Source: an optimization exercise on an open RTL-to-GDS flow (aim: small area). Production flows keep margins and buffers that such runs may drop. The RTL was checked by simulation tests, not by an equivalence proof against the original design. Power figures rest on the tool's default switching activity, not on a simulated workload.

--- flow/design.v ---
package reg_file_pkg;
    typedef enum logic [0:0] {
        ST_INIT = 1'b0,    
        ST_RUN  = 1'b1     
    } state_t;
    localparam int ZERO_REG = 0;
endpackage
module reg_file_scoreboard
#(
    parameter int DEPTH = 16
) (
    input  logic [DEPTH-1:1] pending,
    input  logic [3:0]       lo,
    input  logic [3:0]       hi,
    output logic             busy
);
    logic [DEPTH-1:0] p;
    assign p = {pending, 1'b0};
    always_comb begin
        busy = 1'b0;
        for (int k = 0; k < 4; k++)
            for (int j = 0; j < 4; j++)
                busy = busy | (hi[k] & lo[j] & p[4*k+j]);
    end
endmodule
import reg_file_pkg::*;
module reg_file_sb
#(
    parameter int DATA_WIDTH = 64,
    parameter int ADDR_WIDTH = 4,
    parameter int BYPASS     = 1
) (
    input  logic                  clk,
    input  logic                  rst,
    output logic                  ready,
    input  logic                  wena,
    input  logic [ADDR_WIDTH-1:0] waddr,
    input  logic [DATA_WIDTH-1:0] wdata,
    input  logic                  resv_en,
    input  logic [ADDR_WIDTH-1:0] resv_addr,
    input  logic [ADDR_WIDTH-1:0] r0addr,
    input  logic [ADDR_WIDTH-1:0] r1addr,
    output logic [DATA_WIDTH-1:0] r0data,
    output logic [DATA_WIDTH-1:0] r1data,
    output logic                  r0busy,
    output logic                  r1busy,
    output reg_file_pkg::state_t  state_dbg
);
    localparam int DEPTH = 16;
    logic [3:0] cnt;
    logic       rdy;
    assign rdy = &cnt;
    always_ff @(posedge clk) begin
        if (rst)       cnt <= '0;
        else if (!rdy) cnt <= cnt + 1'b1;
    end
    assign ready     = rdy;
    assign state_dbg = reg_file_pkg::state_t'(rdy);
    logic       a_hit, b_hit, a_en, b_en, a_byp, b_byp;
    logic [3:0] w_lo, w_hi, s_lo, s_hi, a_lo, a_hi, b_lo, b_hi;
    assign a_hit = wena && (waddr == r0addr);
    assign b_hit = wena && (waddr == r1addr);
    assign a_en  = rdy && !a_hit;
    assign b_en  = rdy && !b_hit;
    assign a_byp = a_hit && (r0addr != '0);
    assign b_byp = b_hit && (r1addr != '0);
    assign w_lo = {4{wena}}          & (4'b0001 << waddr[1:0]);
    assign w_hi =                      (4'b0001 << waddr[3:2]);
    assign s_lo = {4{resv_en & rdy}} & (4'b0001 << resv_addr[1:0]);
    assign s_hi =                      (4'b0001 << resv_addr[3:2]);
    assign a_lo = {4{a_en}}          & (4'b0001 << r0addr[1:0]);
    assign a_hi =                      (4'b0001 << r0addr[3:2]);
    assign b_lo = {4{b_en}}          & (4'b0001 << r1addr[1:0]);
    assign b_hi =                      (4'b0001 << r1addr[3:2]);
    logic [DATA_WIDTH-1:0] regs [1:DEPTH-1];
    logic [DEPTH-1:1]      valid;
    logic [DEPTH-1:1]      pending;
    localparam int HALF = DATA_WIDTH / 2;
    logic [DEPTH-1:1] we_lo, we_hi;
    logic [DEPTH-1:1] a_sel_lo, a_sel_hi, b_sel_lo, b_sel_hi;
    for (genvar i = 1; i < DEPTH; i++) begin : g_reg
        reg_file_and2 u_we_lo (.a (w_lo[i%4]), .b (w_hi[i/4]), .y (we_lo[i]));
        reg_file_and2 u_we_hi (.a (w_lo[i%4]), .b (w_hi[i/4]), .y (we_hi[i]));
        reg_file_and3 u_a_lo (.a (a_lo[i%4]), .b (a_hi[i/4]), .c (valid[i]), .y (a_sel_lo[i]));
        reg_file_and3 u_a_hi (.a (a_lo[i%4]), .b (a_hi[i/4]), .c (valid[i]), .y (a_sel_hi[i]));
        reg_file_and3 u_b_lo (.a (b_lo[i%4]), .b (b_hi[i/4]), .c (valid[i]), .y (b_sel_lo[i]));
        reg_file_and3 u_b_hi (.a (b_lo[i%4]), .b (b_hi[i/4]), .c (valid[i]), .y (b_sel_hi[i]));
    end
    always_ff @(posedge clk) begin
        for (int i = 1; i < DEPTH; i++) begin
            if (we_lo[i]) regs[i][HALF-1:0]          <= wdata[HALF-1:0];
            if (we_hi[i]) regs[i][DATA_WIDTH-1:HALF] <= wdata[DATA_WIDTH-1:HALF];
        end
    end
    always_ff @(posedge clk) begin
        for (int i = 1; i < DEPTH; i++) begin
            valid[i]   <= !rst && rdy && (valid[i] || we_lo[i]);
            pending[i] <= !rst && ((pending[i] && !we_lo[i]) || (s_lo[i%4] && s_hi[i/4]));
        end
    end
    reg_file_scoreboard #(.DEPTH(DEPTH)) u_sb0 (
        .pending (pending), .lo (a_lo), .hi (a_hi), .busy (r0busy)
    );
    reg_file_scoreboard #(.DEPTH(DEPTH)) u_sb1 (
        .pending (pending), .lo (b_lo), .hi (b_hi), .busy (r1busy)
    );
    logic a_byp_lo, a_byp_hi, b_byp_lo, b_byp_hi;
    reg_file_and2 u_ab_lo (.a (a_byp), .b (rdy), .y (a_byp_lo));
    reg_file_and2 u_ab_hi (.a (a_byp), .b (rdy), .y (a_byp_hi));
    reg_file_and2 u_bb_lo (.a (b_byp), .b (rdy), .y (b_byp_lo));
    reg_file_and2 u_bb_hi (.a (b_byp), .b (rdy), .y (b_byp_hi));
    for (genvar b = 0; b < DATA_WIDTH; b++) begin : g_bit
        logic [DEPTH-1:1] col;
        for (genvar i = 1; i < DEPTH; i++) begin : g_col
            assign col[i] = regs[i][b];
        end
        reg_file_rdbit #(.N(DEPTH-1)) u_r0 (
            .sel (b < HALF ? a_sel_lo : a_sel_hi), .d (col),
            .byp (b < HALF ? a_byp_lo : a_byp_hi), .wd (wdata[b]), .y (r0data[b])
        );
        reg_file_rdbit #(.N(DEPTH-1)) u_r1 (
            .sel (b < HALF ? b_sel_lo : b_sel_hi), .d (col),
            .byp (b < HALF ? b_byp_lo : b_byp_hi), .wd (wdata[b]), .y (r1data[b])
        );
    end
endmodule
module reg_file_rdbit
#(
    parameter int N = 15
) (
    input  logic [N-1:0] sel,
    input  logic [N-1:0] d,
    input  logic         byp,
    input  logic         wd,
    output logic         y
);
    logic [4:0] t_n;    
    logic       b_n;    
    logic       lo;     
    for (genvar g = 0; g < 5; g++) begin : g_aoi
        reg_file_aoi222 u_aoi (
            .a0 (sel[3*g]),   .b0 (d[3*g]),
            .a1 (sel[3*g+1]), .b1 (d[3*g+1]),
            .a2 (sel[3*g+2]), .b2 (d[3*g+2]),
            .y  (t_n[g])
        );
    end
    reg_file_nand2 u_byp (.a (byp), .b (wd), .y (b_n));
    reg_file_nand3 u_lo  (.a (t_n[0]), .b (t_n[1]), .c (t_n[2]), .y (lo));
    reg_file_nand4b u_out (.a_n (lo), .b (t_n[3]), .c (t_n[4]), .d (b_n), .y (y));
endmodule
module reg_file_aoi222 (
    input  logic a0, b0, a1, b1, a2, b2,
    output logic y
);
    assign y = ~((a0 & b0) | (a1 & b1) | (a2 & b2));
endmodule
module reg_file_and2 (
    input  logic a, b,
    output logic y
);
    assign y = a & b;
endmodule
module reg_file_nand2 (
    input  logic a, b,
    output logic y
);
    assign y = ~(a & b);
endmodule
module reg_file_nand3 (
    input  logic a, b, c,
    output logic y
);
    assign y = ~(a & b & c);
endmodule
module reg_file_nand4b (
    input  logic a_n, b, c, d,
    output logic y
);
    assign y = ~(~a_n & b & c & d);
endmodule
module reg_file_and3 (
    input  logic a, b, c,
    output logic y
);
    assign y = a & b & c;
endmodule
--- flow/flow/run.sh ---
#!/bin/bash
# Standard layout (standard.sh) with these changes, passed as ORFS variables:
#  - before global placement, flow/upsize.tcl gives the small AND gates that
#    drive the read selects and write enables (fanout >= 12) x2 strength
#  - port buffers use the smallest buffer (buf_1) instead of the resizer's pick
cp standard.sh standard_sh.log
export PRE_GLOBAL_PLACE_TCL="$(pwd)/flow/upsize.tcl"
export BUFFER_PORTS_ARGS="-buffer_cell sky130_fd_sc_hd__buf_1"
export CTS_ARGS="-sink_clustering_enable -repair_clock_nets -buf_list sky130_fd_sc_hd__clkbuf_16 -sink_clustering_size 30 -sink_clustering_max_diameter 100 -dont_use_dummy_load"
bash standard.sh > standard.log 2>&1
--- flow/flow/upsize.tcl ---
# Upsize small drivers of high-fanout nets (read selects, write enables)
# to the x2 strength of the same cell, before global placement.
set n 0
foreach inst [[ord::get_db_block] getInsts] {
  set m [[$inst getMaster] getName]
  if {![regexp {^sky130_fd_sc_hd__(and2|and3)_[01]$} $m -> base]} continue
  foreach it [$inst getITerms] {
    if {[$it isOutputSignal] && [$it getNet] ne "NULL"} {
      set fo [expr {[llength [[$it getNet] getITerms]] - 1}]
      if {$fo >= 12} {
        replace_cell [$inst getName] sky130_fd_sc_hd__${base}_2
        incr n
      }
    }
  }
}
puts "upsize.tcl: upsized $n drivers"
--- flow/standard.sh ---
#!/bin/bash
# synth_recipe.tcl (not shown) runs the flow's synth.tcl, then flattens the netlist and writes it again
# the make line also repeats each setting of config.mk as NAME=value (left out here)
make -C /OpenROAD-flow-scripts/flow DESIGN_CONFIG=/design/flow/config.mk WORK_HOME=/design/flow/orfs CLKGATE_MAP_FILE= SYNTH_SCRIPT=/design/flow/synth_recipe.tcl "${@:-finish}"
--- flow/config.mk ---
export PLATFORM = sky130hd
export DESIGN_NAME = reg_file_sb
export DESIGN_NICKNAME = reg_file_sb
export VERILOG_FILES = /design/flow/design.v
export SDC_FILE = /design/flow/constraint.sdc
export NUM_CORES = 4
export LEC_CHECK = 0
export CAP_MARGIN = 20
export CORE_MARGIN = 2
export CORE_UTILIZATION = 40
export GPL_TIMING_DRIVEN = 0
export SLEW_MARGIN = 20
export SYNTH_HIERARCHICAL = 1
--- flow/constraint.sdc ---
create_clock -name core_clock -period 7.0 [get_ports {clk}]
set_input_delay 1.4000 -clock core_clock [delete_from_list [all_inputs] [get_ports {clk}]]
set_output_delay 1.4000 -clock core_clock [all_outputs]
set_load 0.01 [all_outputs]
==> results.yml, run 1 <==
floorplan:
  die_w_um: 319
  io_pins: 216
  rows: 115
  coreArea_um2: 98400
  fp.dieH_um: 319
  initial_core_util_pct: 40.4
  die_area_um2: 102000
setup_path:
  crit-reg2reg-launch: "cnt[0]$_SDFFE_PP0P_"
  reg2reg_depth: 6
  crit_path_max_incr_delay_ns: 1.20
  cp_common_cell: "buf_1"
  critical_path_depth: 9
  crit_buf_inv: 2
  r2r_end: "valid[2]$_DFF_P_"
  cp-start-kind: "input pin"
  required_ns: 5.60
  arrival_ns: 5.13
  critical_path.cell_chain: "buf_1 -> xor2_1 -> nor4_1 -> nor2_1 -> and3_2 -> a222oi_1 -> nand3_1 -> nand4b_1 -> buf_1"
  critPathKind: "in -> out"
  crit_path_max_fanout: 32
  worst-r2r-setup-slack_ns: 5.32
  endpoint_kind: "output port"
  cpMaxStageDelayCell: "and3_2"
  path_delay_family: "simple AND/OR/NAND/NOR gates"
synth:
  synth_enable_flop_cells: 960
  syn-cell-area_um2: 39800
  synth.area.top_cells: "edfxtp_1 72%, a222oi_1 16%, nand4b_1 2.8%, dfxtp_1 1.7%, nand3_1 1.7%"
  ys_ff_latch: 994
  syn_inst: 2280
  synth.distinct_cells: 39
  syn_nets: 2365
  synth_seq_area_share_pct: 74.2
  synth_flop_cell: "edfxtp_1"
  synth_most_common_cell: "edfxtp_1"
  synth_common_cells: "960 x edfxtp_1, 646 x a222oi_1, 135 x nand2_1"
  yosys_warnings: 9
  syn_avg_cell_area_um2: 17.4
  synthArstFlopShare_pct: 0
  yosys.area.top_type: "edfxtp_1"
  synth_top_area_share_pct: 72.5
global_routing:
  grt_usage_pct: 27.0
  grt_pass1_vias: 28900
  grt_max_degree: 35
  gr-max-usage-layer: "met2"
  use_met3_pct: 6.29
  gr-total-overflow: 0
  grt_pass1_wl_mm: 201
  grt.met1_usage_pct: 34.8
  antenna_found_initial: 12
  met2_usage_pct: 44.2
outcome:
  run_status: "complete, no violations"
hold_path:
  hold_class: "reg -> reg"
  hp-start: "cnt[1]$_SDFFE_PP0P_"
  hold_path_end: "cnt[1]$_SDFFE_PP0P_"
  holdPathStages: 2
clock_network:
  cts_setup_buffers: 0
  clock_latency_ns: 0.62
  cts_tree: "built"
  numCtsBuffers: 40
  cts_sinks: 994
  clkTransAtPathRegs_ns: 0.10
  cts_buffer_depth: 3
  hold_buffers: 0
  postCtsResizedCells: 0
  cts_root_buf: "clkbuf_16"
  cts.htree.levels: 2
drt:
  drcViolationCount: 0
  vias_per_cell: 7.61
  ant_nets: 0
  vias: 29100
  drt_iter0_drc: 7014
  firstDrtPassIters: 13
  drt_wl_total_mm: 145
  wl_per_cell_um: 37.8
timing:
  timing.final.ws_setup_ns: 0.472
  finalClockSkew_ns: 0.0561
  hold_viol: 0
  max_freq_ghz: 0.153
  setup_violations: 0
  slew_viol_final: 0
  worst_slew_pin_slew_ns: 1.26
  maxSlewHeadroom_pct: 16.1
  tns_ns: 0
  finalCritPeriodShare_pct: 93.3
  finalCriticalPeriod_ns: 6.53
  rsz0062_at_grt: "false"
power_and_ir_drop:
  p_switching_w: 0.00195
  p_per_area_nw_per_um2: 222
  ir_worst_vdd_mv: 0.174
  cellInternalPower_w: 0.00770
  seq_power_share_pct: 69.3
  p_leak_nw: 12.9
  pwr-share-clk_pct: 28.5
  sw_frac_of_total_pct: 20.2
  combinationalPowerShare_pct: 2.1
job:
  cap_violations: 0
place:
  port_buffers: 215
  hpwl_mm: 71.0
  dpl_worst_slack_ns: 0.722
  gp_congestion: 0.792
  dp_cells: 3785
finish:
  n_fill_cell: 8660
  final_util_pct: 44.2
  final_net_count: 2627
  stdcell_count: 3830
  drive_gt1_share_pct: 6.30
  area_delta_synth_final_pct: 9.37
[power groups by stage]
stage	clock (W)	combinational [W]	sequential (W)
floorplan	0	0.0000557	0.00681
global placement	0	0.000183	0.00681
detailed placement	0	0.000202	0.00682
CTS	0.00277	0.000202	0.00669
global route	0.00297	0.000220	0.00670
finish	0.00275	0.000207	0.00669
[metrics by stage]
step | hold slack, ns | total power, W | area, um^2
2_1_floorplan | 0.463 | 0.00686 | 39800
5_1_grt | 0.527 | 0.00990 | 43500
6_report | 0.510 | 0.00965 | 43500
4_1_cts | 0.511 | 0.00966 | 43400
3_5_place_dp | 0.494 | 0.00702 | 42400
3_3_place_gp | 0.471 | 0.00700 | 42300
[worst max path at each step]
stage,start,endpoint,slack (ns)
5_1_grt,waddr[2],r1data[62],0.48
6_report,waddr[3],r1data[62],0.47
3_5_place_dp,waddr[3],r1data[62],0.72
2_1_floorplan,r1addr[2],r1data[0],1.92
4_1_cts,waddr[2],r1data[62],0.75
3_3_place_gp,waddr[2],r1data[62],-0.1
[area by class of cell]
| type | instances | area (um^2) | area share [%] |
|---|---|---|---|
| clock buffer | 40 | 1000 | 2.30 |
| sequential | 994 | 29500 | 67.8 |
| multi-input combinational | 1274 | 10400 | 24.0 |
| inverter | 8 | 30.0 | 0.0690 |
| antenna | 3 | 7.51 | 0.0173 |
| tap | 1287 | 1610 | 3.70 |
| timing repair buffer | 220 | 880 | 2.02 |
| buffer | 4 | 27.5 | 0.0633 |
[per-module statistics from Yosys (local to each module, per instance), excerpt]
module | cell area [um^2] | cells inside | flops+latches
reg_file_sb | 30400 | 1138 | 994
reg_file_aoi222 | 10.0 | 1 | 0
reg_file_nand4b | 8.76 | 1 | 0
reg_file_and2 | 6.26 | 1 | 0
reg_file_and3 | 6.26 | 1 | 0
reg_file_nand3 | 5.00 | 1 | 0
reg_file_nand2 | 3.75 | 1 | 0
[sequential cells by signal, indices dropped and copies added, names as in the netlist]
signal	cells
regs	960
pending	15
valid	15
cnt	4
[routing by layer]
layer,vias to the layer above,part of all wire [%]
met3,405,14
li1,11500,-
met4,20,3.8
met5,-,0.094
met1,14700,35
met2,2537,47
[cells in the final DEF, fill, tap and decap left out, drive strengths merged, types with 3 or more instances in the layout]
| cell | n |
|---|---|
| nor2b | 6 |
| o21ai | 3 |
| and3 | 62 |
| nor3 | 11 |
| dfxtp | 34 |
| nand3 | 133 |
| a2111oi | 3 |
| xor2 | 6 |
| buf | 223 |
| nand2 | 135 |
| nand2b | 6 |
| a222oi | 646 |
| a22o | 21 |
| nand4 | 3 |
| nand4b | 128 |
| and2 | 38 |
| inv | 8 |
| nor3b | 3 |
| nor2 | 57 |
| diode | 3 |
| nor4 | 3 |
| clkbuf | 41 |
| edfxtp | 960 |
[logic make-up (layout without fill, tap and decap cells)]
logic type,Yosys count,in the layout,share of synthesized area (%)
AO/OA/AOI/OAI,678,678,17.0
XOR/XNOR,8,8,0.176
adder cells (fa/ha/maj),1,1,0.0314
buffers and inverters,12,272,0.145
flip-flops,994,994,74.2
other,0,3,0
AND/OR/NAND/NOR,587,587,8.51
[worst reg2reg max path, cell delays in order, from the launching register on]
cell and delay, ns:
dfxtp_1 0.41, ha_1 0.32, nand3_4 0.21, inv_2 0.25, nand2b_2 0.17, buf_6 0.18, nor2_1 0.10
==> run 2, diff against run 1 <==
--- a/flow/flow/run.sh
+++ b/flow/flow/run.sh
@@ -6,5 +6,5 @@
 cp standard.sh standard_sh.log
 export PRE_GLOBAL_PLACE_TCL="$(pwd)/flow/upsize.tcl"
 export BUFFER_PORTS_ARGS="-buffer_cell sky130_fd_sc_hd__buf_1"
-export CTS_ARGS="-sink_clustering_enable -repair_clock_nets -buf_list sky130_fd_sc_hd__clkbuf_16 -sink_clustering_size 30 -sink_clustering_max_diameter 100 -dont_use_dummy_load"
+export CTS_ARGS="-sink_clustering_enable -repair_clock_nets -buf_list sky130_fd_sc_hd__clkbuf_8 -sink_clustering_size 18 -sink_clustering_max_diameter 100 -dont_use_dummy_load"
 bash standard.sh > standard.log 2>&1
==> run 2 against run 1 <==
Against the previous run:
- clock skew fell by 0.044 ns
- fmax is 0.41% higher
- worst hold slack improved by 0.0013 ns
- synthesized cell count is the same
- setup slack improved by 0.027 ns
- sequential power is essentially flat
==> results.yml, run 2 <==
outcome:
  run_status: "complete, no violations"
drt:
  wl_met1_mm: 50.9
  firstDrtPassIters: 13
  wl_per_cell_um: 37.7
  drt_wl_total_mm: 146
  drcViolationCount: 0
  route.met3.wl_mm: 20.5
  wl_met2_mm: 68.4
  ant_nets: 0
  drt_iter0_drc: 7140
  vias: 29300
  vias_per_cell: 7.59
  highest_layer: "met5"
floorplan:
  fp.dieH_um: 319
  initial_core_util_pct: 40.4
  die_w_um: 319
  coreArea_um2: 98400
  rows: 115
  die_area_um2: 102000
  io_pins: 216
finish:
  fin_area_um2: 43400
  largest_reg_flops: 960
  top_register: "regs"
  drive_gt1_share_pct: 7.28
  area_delta_synth_final_pct: 9.18
  multiInputGateArea_um2: 10400
  final_net_count: 2654
  layout_common_cells: "960 x edfxtp_1, 646 x a222oi_1, 215 x buf_1"
  register_area_um2: 29500
  n_fill_cell: 8671
  mostFrequentLayoutCell: "edfxtp_1"
  top_regs: "regs: 960 flops, pending: 15 flops, valid: 15 flops"
  stdcell_count: 3859
synth:
  synthMuxAreaShare_pct: 0
  synth_enable_flop_cells: 960
  syn_avg_cell_area_um2: 17.4
  ys_ff_latch: 994
  synth_flop_cell: "edfxtp_1"
  yosys.area.top_type: "edfxtp_1"
  synthAdderAreaFrac_pct: 0.0315
  synth_compound_area_share_pct: 17.0
  synth_top_area_share_pct: 72.5
  synth.area.top_cells: "edfxtp_1 72%, a222oi_1 16%, nand4b_1 2.8%, dfxtp_1 1.7%, nand3_1 1.7%"
  synth_top_family_by_area: "compound AO/OA/AOI/OAI gates"
  synth_common_cells: "960 x edfxtp_1, 646 x a222oi_1, 135 x nand2_1"
  synth_most_common_cell: "edfxtp_1"
  synth.distinct_cells: 39
  synthArstFlopShare_pct: 0
  synthSimpleGateAreaFrac_pct: 8.51
  synth_seq_area_share_pct: 74.2
  syn-cell-area_um2: 39800
  yosys_warnings: 9
  synth_xor_area_share_pct: 0.176
  syn_nets: 2365
  syn_inst: 2280
job:
  cap_violations: 0
power_and_ir_drop:
  ir_worst_vdd_mv: 0.153
  p_leak_nw: 12.9
  p_per_area_nw_per_um2: 219
place:
  port_buffers: 215
  place_area_um2: 42400
  gp_congestion: 0.792
  hpwl_mm: 71.0
  dp_cells: 3785
global_routing:
  grt_usage_pct: 27.3
  grt_pass1_vias: 29300
  grt_pass1_wl_mm: 202
  grt_max_degree: 35
  gr-total-overflow: 0
  antenna_found_initial: 12
clock_network:
  postCtsResizedCells: 0
  cts_buffer_depth: 3
  hold_buffers: 0
  clock_latency_ns: 0.72
  clkTransAtPathRegs_ns: 0.11
  cts_sinks: 994
  cts.htree.levels: 3
  cts_root_buf: "clkbuf_8"
  cts_tree: "built"
  cts_setup_buffers: 0
  numCtsBuffers: 66
timing:
  slew_viol_final: 0
  maxSlewHeadroom_pct: 14.1
  finalCriticalPeriod_ns: 6.50
  hold_viol: 0
  finalCritPeriodShare_pct: 92.9
  worst_slew_pin_slew_ns: 1.29
  rsz0062_at_grt: "false"
  max_freq_ghz: 0.154
  setup_violations: 0
  finalClockSkew_ns: 0.0117
setup_path:
  path_delay_family: "simple AND/OR/NAND/NOR gates"
  critPathKind: "in -> out"
  critical_path.cell_chain: "buf_1 -> xor2_1 -> nor4_1 -> nor2_1 -> and3_2 -> a222oi_1 -> nand3_1 -> nand4b_1 -> buf_1"
  arrival_ns: 5.10
  cp_common_cell: "buf_1"
  crit_buf_inv: 2
  worst-r2r-setup-slack_ns: 5.31
  critPathLaunch: "waddr[3]"
  endpoint_kind: "output port"
  required_ns: 5.60
  crit-reg2reg-launch: "cnt[0]$_SDFFE_PP0P_"
  cpMaxStageDelayCell: "and3_2"
  crit_path_max_incr_delay_ns: 1.18
  cp-start-kind: "input pin"
  crit_path_max_fanout: 32
hold_path:
  hp-start: "cnt[1]$_SDFFE_PP0P_"
  hold_class: "reg -> reg"
==> run 2: worst paths after layout <==
kind,endpoint,cells after the start
setup reg to reg,valid[9]$_DFF_P_,6
hold / removal,cnt[1]$_SDFFE_PP0P_,2
setup / recovery,r1data[62],9
hold reg to reg,cnt[1]$_SDFFE_PP0P_,2
==> run 2: worst register-to-register path, stage by stage, from the launching register on <==
cell and delay (ns):
dfxtp_1 0.41, ha_1 0.32, nand3_4 0.21, inv_2 0.25, nand2b_2 0.17, buf_6 0.18, nor2_1 0.10
==> run 2: report_power, final <==
group          internal [W]  switching [W]
clock              0.000855        0.00177
combinational     0.0000297       0.000177
sequential          0.00664      0.0000543
==> run 2: cells by family after synthesis <==
kind of cell    after synthesis
compound gates              678
xor+xnor                      8
fa+ha+maj                     1
buf+inv                      12
flops                       994
simple gates                587
==> run 2: cell type report <==
type	instances	area share (%)
flip-flops and latches	994	67.9
multi-input cells	1274	24.0
well taps	1287	3.71
clock buffers	66	2.09
repair buffers	221	2.07
inverters	8	0.0691
plain buffers	4	0.0634
diodes	5	0.0288
==> run 2: metal layers <==
layer	track usage [%]	up-vias
met4	11.6	18
met1	35.1	14800
met2	44.1	2532
met3	6.83	422
met5	0	-
li1	-	11500
==> run 2: per-stage QoR <==
stage / util (%) / TNS [ns] / total power [W] / hold WS (ns) / setup WS [ns]
2_1_floorplan: - / 0 / 0.00686 / 0.463 / 1.92
3_3_place_gp: 43.0 / -0.246 / 0.00700 / 0.471 / -0.0999
3_5_place_dp: 43.1 / 0 / 0.00702 / 0.494 / 0.722
4_1_cts: 44.0 / 0 / 0.00953 / 0.512 / 0.760
5_1_grt: 44.1 / 0 / 0.00977 / 0.528 / 0.467
6_report: 44.1 / 0 / 0.00952 / 0.511 / 0.499
==> run 2: modules after synthesis (local to each module, per instance), a selection <==
module / cells inside / flops+latches / area (um^2)
reg_file_and2: 1 / 0 / 6.26
reg_file_sb: 1138 / 994 / 30400
reg_file_aoi222: 1 / 0 / 10.0
reg_file_nand2: 1 / 0 / 3.75
reg_file_nand3: 1 / 0 / 5.00
reg_file_nand4b: 1 / 0 / 8.76
reg_file_and3: 1 / 0 / 6.26
==> run 3, diff against run 2 <==
--- a/flow/design.v
+++ b/flow/design.v
@@ -68,10 +68,10 @@
     assign w_hi =                      (4'b0001 << waddr[3:2]);
     assign s_lo = {4{resv_en & rdy}} & (4'b0001 << resv_addr[1:0]);
     assign s_hi =                      (4'b0001 << resv_addr[3:2]);
-    assign a_lo = {4{a_en}}          & (4'b0001 << r0addr[1:0]);
-    assign a_hi =                      (4'b0001 << r0addr[3:2]);
-    assign b_lo = {4{b_en}}          & (4'b0001 << r1addr[1:0]);
-    assign b_hi =                      (4'b0001 << r1addr[3:2]);
+    assign a_lo =                      (4'b0001 << r0addr[1:0]);
+    assign a_hi = {4{a_en}}          & (4'b0001 << r0addr[3:2]);
+    assign b_lo =                      (4'b0001 << r1addr[1:0]);
+    assign b_hi = {4{b_en}}          & (4'b0001 << r1addr[3:2]);
     logic [DATA_WIDTH-1:0] regs [1:DEPTH-1];
     logic [DEPTH-1:1]      valid;
     logic [DEPTH-1:1]      pending;
==> run 3 against run 2 <==
Against the previous run:
- still clean on timing, DRC and antenna
- non-clock buffer count rose by 2
- combinational power hardly changed
- routed wire length down 0.83%
- power fell by 1.1%
- cell count hardly changed
- synthesized cell count is essentially flat
- via count decreased by 0.33%
- largest cell class unchanged
- die area hardly changed
- setup slack gained 0.061 ns
==> results.yml, run 3 <==
clock_network:
  cts_tree: "built"
  numCtsBuffers: 61
  cts.htree.levels: 2
  hold_buffers: 0
  cts_setup_buffers: 0
  cts_buffer_depth: 3
  postCtsResizedCells: 0
  cts_sinks: 994
  cts_root_buf: "clkbuf_8"
  clock_latency_ns: 0.78
  clkTransAtPathRegs_ns: 0.12
synth:
  syn_nets: 2364
  syn_avg_cell_area_um2: 17.4
  synth.area.top_cells: "edfxtp_1 73%, a222oi_1 16%, nand4b_1 2.8%, dfxtp_1 1.7%, nand3_1 1.6%"
  synth_seq_area_share_pct: 74.2
  synth_enable_flop_cells: 960
  synth_most_common_cell: "edfxtp_1"
  ys_ff_latch: 994
  syn_inst: 2279
  syn-cell-area_um2: 39800
  synth.distinct_cells: 39
  synth_flop_cell: "edfxtp_1"
  yosys_warnings: 9
  synth_top_area_share_pct: 72.5
  synth_common_cells: "960 x edfxtp_1, 646 x a222oi_1, 137 x nand2_1"
  yosys.area.top_type: "edfxtp_1"
  synthArstFlopShare_pct: 0
power_and_ir_drop:
  ir_worst_vdd_mv: 0.185
  p_switching_w: 0.00198
  sw_frac_of_total_pct: 21.0
  p_leak_nw: 12.8
  seq_power_share_pct: 71.0
  combinationalPowerShare_pct: 2.2
  p_per_area_nw_per_um2: 218
  pwr-share-clk_pct: 26.8
  power_w: 0.00942
  cellInternalPower_w: 0.00744
timing:
  slew_viol_final: 0
  max_freq_ghz: 0.155
  tns_ns: 0
  hold_viol: 0
  maxSlewHeadroom_pct: 15.4
  finalCriticalPeriod_ns: 6.44
  timing.final.ws_setup_ns: 0.560
  finalClockSkew_ns: 0.00418
  holdWs_ns: 0.521
  rsz0062_at_grt: "false"
  finalCritPeriodShare_pct: 92.0
  worst_slew_pin_slew_ns: 1.27
  setup_violations: 0
place:
  hpwl_mm: 71.2
  dpl_worst_slack_ns: 0.597
  port_buffers: 214
  gp_congestion: 0.815
finish:
  final_util_pct: 44.0
  final_net_count: 2647
  largest_reg_flops: 960
  top_register: "regs"
  area_delta_synth_final_pct: 8.86
  drive_gt1_share_pct: 7.11
  top_regs: "regs: 960 flops, pending: 15 flops, valid: 15 flops"
  n_fill_cell: 8628
  mostFrequentLayoutCell: "edfxtp_1"
  layout_common_cells: "960 x edfxtp_1, 646 x a222oi_1, 214 x buf_1"
drt:
  ant_nets: 0
  drt_iter0_drc: 7183
  drt_wl_total_mm: 144
  vias: 29200
  vias_per_cell: 7.57
  drcViolationCount: 0
  firstDrtPassIters: 10
  wl_per_cell_um: 37.4
outcome:
  run_status: "complete, no violations"
setup_path:
  required_ns: 5.60
  crit_path_max_fanout: 32
  cp-start-kind: "input pin"
  arrival_ns: 5.04
  critPathKind: "in -> out"
  endpoint_kind: "output port"
job:
  cap_violations: 0
floorplan:
  fp.dieH_um: 319
  io_pins: 216
  rows: 115
  die_w_um: 319
  initial_core_util_pct: 40.4
  die_area_um2: 102000
  coreArea_um2: 98400
global_routing:
  grt_usage_pct: 26.9
  gr-total-overflow: 0
  grt_pass1_wl_mm: 200
  grt_max_degree: 35
  grt_pass1_vias: 29300
  antenna_found_initial: 13
hold_path:
  hold_class: "reg -> reg"
-- run 3: cell count changes in the layout (fill, tap and decap cells not counted), moves of 3 or more --
cell       before  now
nor4b_2         1    4
a2111oi_4       3    0
buf_2           2    7
diode_2         5    9
nor3_1          5    8
clkbuf_8       66   61
buf_12          4    1
nor3_2          6    0
inv_1           7    3
-- run 3: metal layers --
metal	vias to the layer above	track usage, %	share of wire [%]
met5	-	0	0.055
met4	12	13.3	4.6
met3	468	6.54	13
met2	2523	43.6	47
met1	14700	33.9	35
li1	11500	-	-
-- run 3: kinds of logic (layout without fill, tap and decap cells) --
logic type	Yosys count	in the layout	share of synthesized area, %
xor+xnor	7	7	0.154
mux	1	1	0.0252
fa+ha+maj	1	1	0.0315
other cells	0	9	0
compound gates	674	674	16.8
buf+inv	10	291	0.151
flops	994	994	74.2
simple gates	592	592	8.58
-- run 3: metrics by stage --
stage          area (um^2)  instances
5_1_grt              43300       3850
3_3_place_gp         42300       3780
4_1_cts              43200       3846
3_5_place_dp         42400       3785
6_report             43300       3856
2_1_floorplan        39800       2279
-- run 3: Yosys stat by module (local to each module, per instance), a selection --
module           area (um^2)  cells  flip-flops and latches
reg_file_nand2          3.75      1                       0
reg_file_aoi222         10.0      1                       0
reg_file_nand3          5.00      1                       0
reg_file_nand4b         8.76      1                       0
reg_file_sb            30300   1137                     994
reg_file_and3           6.26      1                       0
reg_file_and2           6.26      1                       0
-- run 3: power groups by stage --
stage / sequential (W) / combinational [W] / clock, W
2_1_floorplan: 0.00681 / 0.0000547 / 0
4_1_cts: 0.00669 / 0.000201 / 0.00254
5_1_grt: 0.00670 / 0.000220 / 0.00273
3_5_place_dp: 0.00682 / 0.000201 / 0
6_report: 0.00669 / 0.000206 / 0.00253
3_3_place_gp: 0.00681 / 0.000185 / 0
-- run 3: final timing paths --
kind	slack (ns)	start	cells after the start	endpoint
max reg2reg	5.38	cnt[0]$_SDFFE_PP0P_	4	pending[13]$_DFF_P_
min reg2reg	0.52	pending[3]$_DFF_P_	1	pending[3]$_DFF_P_
min	0.52	pending[3]$_DFF_P_	1	pending[3]$_DFF_P_
max	0.56	waddr[1]	8	r1data[51]
-- run 3: worst max-delay path, cell delays in order --
cell and delay (ns):
buf_1 0.26, xor2_1 0.27, nor4_1 0.12, nor3_1 0.89, and3_2 1.14, a222oi_1 0.25, nand4b_1 0.39, buf_1 0.22
-- run 3: area by class of cell --
class | count | area, um^2 | area share [%]
diodes | 9 | 22.5 | 0.0520
multi-input cells | 1275 | 10400 | 24.0
inverters | 3 | 11.3 | 0.0260
flip-flops and latches | 994 | 29500 | 68.2
well taps | 1287 | 1610 | 3.72
clock buffers | 61 | 840 | 1.94
plain buffers | 7 | 48.8 | 0.113
repair buffers | 220 | 848 | 1.96

==> re-timing with driven ports <==
How much do the figures lean on ideal ports? The routed layouts below were timed once more, with nothing changed but the port constraints.
Step 1: set_driving_cell puts a clkbuf_16 on clk and a buf_2 on each other input, an assumption about the parent block.
Step 2 also shifts input and output timing later by t, the mid clock arrival at the registers, as if the neighbouring blocks saw the same clock.
Three values: ideal ports, drivers, drivers and shift; two values: the first two.
| run | t, ns | setup WS [ns] | hold WS [ns] | worst register clock-pin slew, ns | pins driven straight from the clock port |
|---|---|---|---|---|---|
| run 1 | 0.663 | 0.472 / 0.441 / 0.441 | 0.510 / 0.510 / 0.510 | 0.12 / 0.12 | 1 |
| run 2 | 0.776 | 0.499 / 0.468 / 0.468 | 0.511 / 0.511 / 0.511 | 0.12 / 0.12 | 1 |
| run 3 | 0.808 | 0.560 / 0.535 / 0.535 | 0.521 / 0.521 / 0.521 | 0.12 / 0.12 | 1 |
After both steps every run listed still meets setup and hold.
